From an optimization exercise on the open Yosys and OpenROAD flow, aimed at small area; shortcuts taken in it are not production practice.
In this exercise RTL edits were held to simulation tests only and were not proved equivalent to the original.
Power and IR drop assume default switching activity. The clock port is modelled as an ideal driver; clocking choices that lean on that would not hold on a real chip.

Setup of v22:
==> flow/design.v <==
`timescale 1ns/1ps
package cube_motor_pkg;
    localparam int QUEUE_DEPTH    = 256;
    localparam int QUEUE_AW       = 8;
    localparam int TICK_DIV       = 20;    
    localparam int STEPS_PER_MOVE = 50;
    localparam int SETTLE_TICKS   = 100;
    localparam int NUM_FACES      = 6;
    localparam int TICK_CNT_W = $clog2(TICK_DIV);
    localparam int SEQ_CNT_W  = $clog2((STEPS_PER_MOVE > SETTLE_TICKS) ?
                                       STEPS_PER_MOVE : SETTLE_TICKS);
    function automatic logic [3:0] enc_move(input logic [3:0] m);
        enc_move = {(m[2] ? (m[1:0] + 2'd1) : m[1:0]), m[2], m[3]};
    endfunction
    function automatic logic [3:0] dec_move(input logic [3:0] c);
        dec_move = {c[0], c[1], (c[1] ? (c[3:2] - 2'd1) : c[3:2])};
    endfunction
endpackage
`timescale 1ns/1ps
module step_tick_gen (
    input  logic i_clk,
    input  logic i_rst_n,
    output logic o_tick,      
    output logic o_wrapped    
);
    localparam logic [4:0] S0  = 5'd1;
    localparam logic [4:0] S19 = 5'd6;
    logic [4:0] lfsr_r;
    assign o_tick    = (lfsr_r == S19);
    assign o_wrapped = (lfsr_r == S0);
    always_ff @(posedge i_clk or negedge i_rst_n) begin
        if (!i_rst_n) begin
            lfsr_r <= S0;
        end else if (o_tick) begin
            lfsr_r <= S0;
        end else begin
            lfsr_r <= {lfsr_r[3:0], lfsr_r[4] ^ lfsr_r[2]};
        end
    end
endmodule
`timescale 1ns/1ps
module move_queue_ram (
    input  logic        i_clk,
    input  logic        i_rst_n,
    input  logic [12:0] i_wr,           
    input  logic [7:0]  i_next_addr,
    output logic [3:0]  o_entry0,       
    output logic [3:0]  o_next          
);
    logic       wr;
    logic [7:0] waddr;
    logic [3:0] wcode;
    assign wr    = i_wr[12];
    assign waddr = i_wr[11:4];
    assign wcode = cube_motor_pkg::enc_move(i_wr[3:0]);
    logic [7:0] rot_r;
    logic [7:0] wpos;
    logic       pwr_r;
    logic [7:0] paddr_r;
    logic [3:0] pcode_r;
    logic       clr_r;       
    logic [3:0] rcode;       
    always_ff @(posedge i_clk or negedge i_rst_n) begin
        if (!i_rst_n) begin
            pwr_r <= 1'b0;
            clr_r <= 1'b1;
        end else begin
            pwr_r <= wr;
            clr_r <= 1'b0;
        end
    end
    always_ff @(posedge i_clk) begin
        paddr_r <= waddr;
        pcode_r <= wcode;
    end
    assign rcode = clr_r ? 4'b0000 : pcode_r;
    always_ff @(posedge i_clk) begin
        rot_r <= rot_r + 8'd1;
    end
    assign wpos = paddr_r + ~rot_r;
    logic [31:0]     row_n;      
    logic [7:0]      col_n;      
    logic [7:0][3:0] wcol;       
    always_comb begin
        for (int i = 0; i < 32; i++) begin
            row_n[i] = !(clr_r || (pwr_r && (wpos[7:3] == 5'(i))));
        end
        for (int j = 0; j < 8; j++) begin
            col_n[j] = !(clr_r || (wpos[2:0] == 3'(j)));
            wcol[j]  = ((j % 2 == 0) ? ~rcode : rcode) | {4{col_n[j]}};
        end
    end
    logic [255:0] r1_r, r0_r, f1_r, f0_r;
    logic [255:0] r1_w, r0_w, f1_w, f0_w;
    for (genvar k = 0; k < 256; k++) begin : g_stage
        localparam int P = (k + 1) % 256;
        logic sel;
        sel_gate u_sel (
            .i_row_n (row_n[k / 8]),
            .i_col_n (col_n[k % 8]),
            .o_sel   (sel)
        );
        ring_cell u_cell (
            .i_row_n (row_n[k / 8]),
            .i_wcol  (wcol[k % 8]),
            .i_sel   (sel),
            .i_prev  ({r1_r[P], r0_r[P], f1_r[P], f0_r[P]}),
            .o_next  ({r1_w[k], r0_w[k], f1_w[k], f0_w[k]})
        );
    end
    always_ff @(posedge i_clk) begin
        r1_r <= r1_w;
        r0_r <= r0_w;
        f1_r <= f1_w;
        f0_r <= f0_w;
    end
    logic [1:0] e0_r_r, e0_f_r;
    logic       wr0;
    assign wr0 = wr && (waddr == 8'd0);
    always_ff @(posedge i_clk or negedge i_rst_n) begin
        if (!i_rst_n) begin
            e0_r_r <= '0;
        end else if (wr0) begin
            e0_r_r <= wcode[3:2];
        end
    end
    always_ff @(posedge i_clk) begin
        if (wr0) begin
            e0_f_r <= wcode[1:0];
        end
    end
    assign o_entry0 = {e0_r_r, e0_f_r};
    logic [3:0] nxt_r;
    always_ff @(posedge i_clk) begin
        if (wr && (waddr == i_next_addr)) begin
            nxt_r <= wcode;
        end else if (pwr_r && (paddr_r == i_next_addr)) begin
            nxt_r <= pcode_r;    
        end else if (rot_r == i_next_addr) begin
            nxt_r <= {r1_r[0], r0_r[0], f1_r[0], f0_r[0]};
        end
    end
    assign o_next = nxt_r;
endmodule
module sel_gate (
    input  logic i_row_n,
    input  logic i_col_n,
    output logic o_sel
);
    assign o_sel = ~(i_row_n | i_col_n);
endmodule
module ring_cell (
    input  logic       i_row_n,
    input  logic       i_sel,
    input  logic [3:0] i_wcol,
    input  logic [3:0] i_prev,
    output logic [3:0] o_next
);
    assign o_next = ~(({4{i_row_n}} | i_wcol) & ({4{i_sel}} | i_prev));
endmodule
`timescale 1ns/1ps
module move_sequencer (
    input  logic        i_clk,
    input  logic        i_rst_n,
    input  logic        i_tick,
    input  logic        i_start,
    input  logic [3:0]  i_entry0,      
    input  logic [3:0]  i_next,        
    output logic [7:0]  o_next_addr,   
    output logic        o_turn,
    output logic [3:0]  o_move,
    output logic        o_busy,
    output logic        o_done
);
    logic       busy_r;
    logic [7:0] naddr_r;
    logic [7:0] cnt_r;
    logic [3:0] move_r;
    logic       done_r;
    logic [3:0] src;
    logic [3:0] src_move;
    logic src_empty, last_entry, move_done;
    assign src        = busy_r ? i_next : i_entry0;
    assign src_empty  = (src[3:2] == 2'b00);
    assign src_move   = cube_motor_pkg::dec_move(src);
    assign last_entry = src_empty || (naddr_r == 8'd0);
    assign move_done    = i_tick && (cnt_r == 8'd149);
    assign o_next_addr = naddr_r;
    assign o_turn      = busy_r && (cnt_r < 8'd50);
    assign o_move      = move_r;
    assign o_busy      = busy_r;
    assign o_done      = done_r;
    always_ff @(posedge i_clk) begin
        if (!busy_r || move_done) begin
            cnt_r <= '0;
        end else if (i_tick) begin
            cnt_r <= cnt_r + 1'b1;
        end
        if (!busy_r || (move_done && last_entry)) begin
            naddr_r <= 8'd1;
        end else if (move_done) begin
            naddr_r <= naddr_r + 1'b1;
        end
    end
    always_ff @(posedge i_clk or negedge i_rst_n) begin
        if (!i_rst_n) begin
            busy_r  <= 1'b0;
            move_r  <= '0;
            done_r  <= 1'b0;
        end else begin
            done_r <= 1'b0;
            if (!busy_r) begin
                if (i_start) begin
                    if (src_empty) begin
                        done_r <= 1'b1;
                    end else begin
                        busy_r <= 1'b1;
                        move_r <= src_move;
                    end
                end
            end else if (move_done) begin
                if (last_entry) begin
                    busy_r  <= 1'b0;
                    move_r  <= '0;
                    done_r  <= 1'b1;
                end else begin
                    move_r  <= src_move;
                end
            end
        end
    end
endmodule
`timescale 1ns/1ps
module motor_drive_decode (
    input  logic        i_clk,
    input  logic        i_rst_n,
    input  logic        i_turn,
    input  logic        i_wrapped,
    input  logic [3:0]  i_move,
    output logic [7:0]  o_drive
);
    logic was_turn_r;
    logic dir_r;
    always_ff @(posedge i_clk or negedge i_rst_n) begin
        if (!i_rst_n) begin
            was_turn_r <= 1'b0;
            dir_r      <= 1'b1;
        end else begin
            was_turn_r <= i_turn;
            dir_r      <= ~i_move[3];
        end
    end
    always_comb begin
        o_drive[7:2] = '1;
        for (int f = 0; f < cube_motor_pkg::NUM_FACES; f++) begin
            if (was_turn_r && (i_move[2:0] == 3'(f + 1))) begin
                o_drive[f + 2] = 1'b0;
            end
        end
        o_drive[1] = dir_r;
        o_drive[0] = was_turn_r && i_wrapped;
    end
endmodule
`timescale 1ns/1ps
module cube_motor_top (
    input  logic         i_clk,
    input  logic         i_rst_n,
    input  logic [12:0]  i_queue_wr,    
    input  logic         i_start,
    output logic [7:0]   o_drive,       
    output logic [3:0]   o_move,        
    output logic         o_busy,
    output logic         o_done
);
    logic       tick;
    logic       wrapped;
    logic [7:0] next_addr;
    logic [3:0] entry0;
    logic [3:0] next_code;
    logic       turn;
    step_tick_gen tick0 (
        .i_clk     (i_clk),
        .i_rst_n   (i_rst_n),
        .o_tick    (tick),
        .o_wrapped (wrapped)
    );
    move_queue_ram queue0 (
        .i_clk       (i_clk),
        .i_rst_n     (i_rst_n),
        .i_wr        (i_queue_wr),
        .i_next_addr (next_addr),
        .o_entry0    (entry0),
        .o_next      (next_code)
    );
    move_sequencer seq0 (
        .i_clk       (i_clk),
        .i_rst_n     (i_rst_n),
        .i_tick      (tick),
        .i_start     (i_start),
        .i_entry0    (entry0),
        .i_next      (next_code),
        .o_next_addr (next_addr),
        .o_turn      (turn),
        .o_move      (o_move),
        .o_busy      (o_busy),
        .o_done      (o_done)
    );
    motor_drive_decode decode0 (
        .i_clk     (i_clk),
        .i_rst_n   (i_rst_n),
        .i_turn    (turn),
        .i_wrapped (wrapped),
        .i_move    (o_move),
        .o_drive   (o_drive)
    );
endmodule
clock: 10.0 ns
lec_check: 0
cap_margin: 20
core_margin: 2
core_utilization: 50
gpl_routability_driven: 1
place_density: 0.6
slew_margin: 20
synth_hierarchical: 1
standard.sh (not shown) runs the stock make flow with config.mk's settings and CLKGATE_MAP_FILE= SYNTH_SCRIPT=/design/flow/synth_recipe.tcl, a recipe that flattens the netlist after the stock synthesis.
==> flow/flow/run.sh <==
#!/bin/bash
# The standard layout, with two changes: clock tree synthesis adds no dummy
# loads and clusters the flip-flops into larger groups per leaf buffer, and
# the port buffers are the smallest buffer rather than a delay cell.
set -euo pipefail
CTS="-sink_clustering_enable -repair_clock_nets -dont_use_dummy_load"
CTS="$CTS -buf_list sky130_fd_sc_hd__clkbuf_16"
CTS="$CTS -sink_clustering_size 30 -sink_clustering_max_diameter 100"
bash standard.sh "CTS_ARGS=$CTS" \
    "BUFFER_PORTS_ARGS=-buffer_cell sky130_fd_sc_hd__buf_1" \
    finish > orfs_make.log 2>&1
## Diff of input files: v14 against v22
-- flow/design.v --
<<< v22, line 56
    logic [7:0] rot_r;
    logic [7:0] wpos;
    logic       pwr_r;
    logic [7:0] paddr_r;
    logic [3:0] pcode_r;
    logic       clr_r;       
    logic [3:0] rcode;       
    always_ff @(posedge i_clk or negedge i_rst_n) begin
        if (!i_rst_n) begin
            pwr_r <= 1'b0;
            clr_r <= 1'b1;
        end else begin
            pwr_r <= wr;
            clr_r <= 1'b0;
        end
    end
    always_ff @(posedge i_clk) begin
        paddr_r <= waddr;
        pcode_r <= wcode;
    end
    assign rcode = clr_r ? 4'b0000 : pcode_r;
    always_ff @(posedge i_clk) begin
        rot_r <= rot_r + 8'd1;
    end
    assign wpos = paddr_r + ~rot_r;
    logic [31:0]     row_n;      
    logic [7:0]      col_n;      
>>> v14, line 56
    logic [7:0] rot_r;
    logic [7:0] wpos;
    always_ff @(posedge i_clk) begin
        rot_r <= rot_r + 8'd1;
    end
    assign wpos = waddr + ~rot_r;
    logic [31:0]     row_n;      
    logic [7:0]      col_n;      
<<< v22, line 84
    always_comb begin
        for (int i = 0; i < 32; i++) begin
            row_n[i] = !(clr_r || (pwr_r && (wpos[7:3] == 5'(i))));
        end
        for (int j = 0; j < 8; j++) begin
            col_n[j] = !(clr_r || (wpos[2:0] == 3'(j)));
            wcol[j]  = ((j % 2 == 0) ? ~rcode : rcode) | {4{col_n[j]}};
        end
    end
>>> v14, line 65
    always_comb begin
        for (int i = 0; i < 32; i++) begin
            row_n[i] = !(wr && (wpos[7:3] == 5'(i)));
        end
        for (int j = 0; j < 8; j++) begin
            col_n[j] = !(wpos[2:0] == 3'(j));
            wcol[j]  = ((j % 2 == 0) ? ~wcode : wcode) | {4{col_n[j]}};
        end
    end
<<< v22, line 109
        );
    end
    always_ff @(posedge i_clk) begin
        r1_r <= r1_w;
        r0_r <= r0_w;
        f1_r <= f1_w;
        f0_r <= f0_w;
>>> v14, line 90
        );
    end
    localparam logic [255:0] ODD = {128{2'b10}};
    always_ff @(posedge i_clk or negedge i_rst_n) begin
        if (!i_rst_n) begin
            r1_r <= ODD;
            r0_r <= ODD;
        end else begin
            r1_r <= r1_w;
            r0_r <= r0_w;
        end
    end
    always_ff @(posedge i_clk) begin
        f1_r <= f1_w;
        f0_r <= f0_w;
<<< v22, line 135
        if (wr && (waddr == i_next_addr)) begin
            nxt_r <= wcode;
        end else if (pwr_r && (paddr_r == i_next_addr)) begin
            nxt_r <= pcode_r;    
        end else if (rot_r == i_next_addr) begin
            nxt_r <= {r1_r[0], r0_r[0], f1_r[0], f0_r[0]};
>>> v14, line 124
        if (wr && (waddr == i_next_addr)) begin
            nxt_r <= wcode;
        end else if (rot_r == i_next_addr) begin
            nxt_r <= {r1_r[0], r0_r[0], f1_r[0], f0_r[0]};
==> run notes <==
- [compare] base=v22 new=v14: critical path data arrival time went up by 1.21 ns; post-synthesis simple-gate area fraction saw a decrease.
- On register area: between v22 and v14, it ends up higher for v14.
- Re floorplan die width: v14 is 3.6% up on v22.
- Per the comparison of v14 with v22, clock share of power rose by 2.6 points, first-iteration DRC count rose by 166.
- Compared v14 vs v22, and number of storage elements in the synthesis netlist is down in v14.
- Compared with v22, v14 shows a number of placed instances, taps included that is 24 lower.
- Lower overall routing resource usage among v22 and v14: v22
- Going from v22 to v14, setup slack lost 1.23 ns; total power lost about 10%.

## static timing again, ports no longer ideal
The flow's constraints put no driver on any port. The routed layouts listed below were extracted and timed again, unchanged, in two steps. Step 1: set_driving_cell puts a clkbuf_16 on i_clk and a buf_2 on each other input, an assumption about the parent block. Step 2 times the ports against the registers' clock, not the clock port: input delays grow and output delays shrink by t, the midpoint of the rising clock arrivals with the driver on. a / b / c = ideal / step 1 / step 2; a / b = the first two.
| run | t (ns) | slack for setup (ns) | pins driven straight from the clock port |
|---|---|---|---|
| v22 | 0.679 | 5.885 / 5.885 / 5.885 | 1 |
| v14 | 0.662 | 4.654 / 4.693 / 4.030 | 1 |
After both steps every run listed still meets setup and hold. For v14, which loses most, drivers alone change the setup slack by +0.039 ns; drivers and shift together by -0.624 ns.
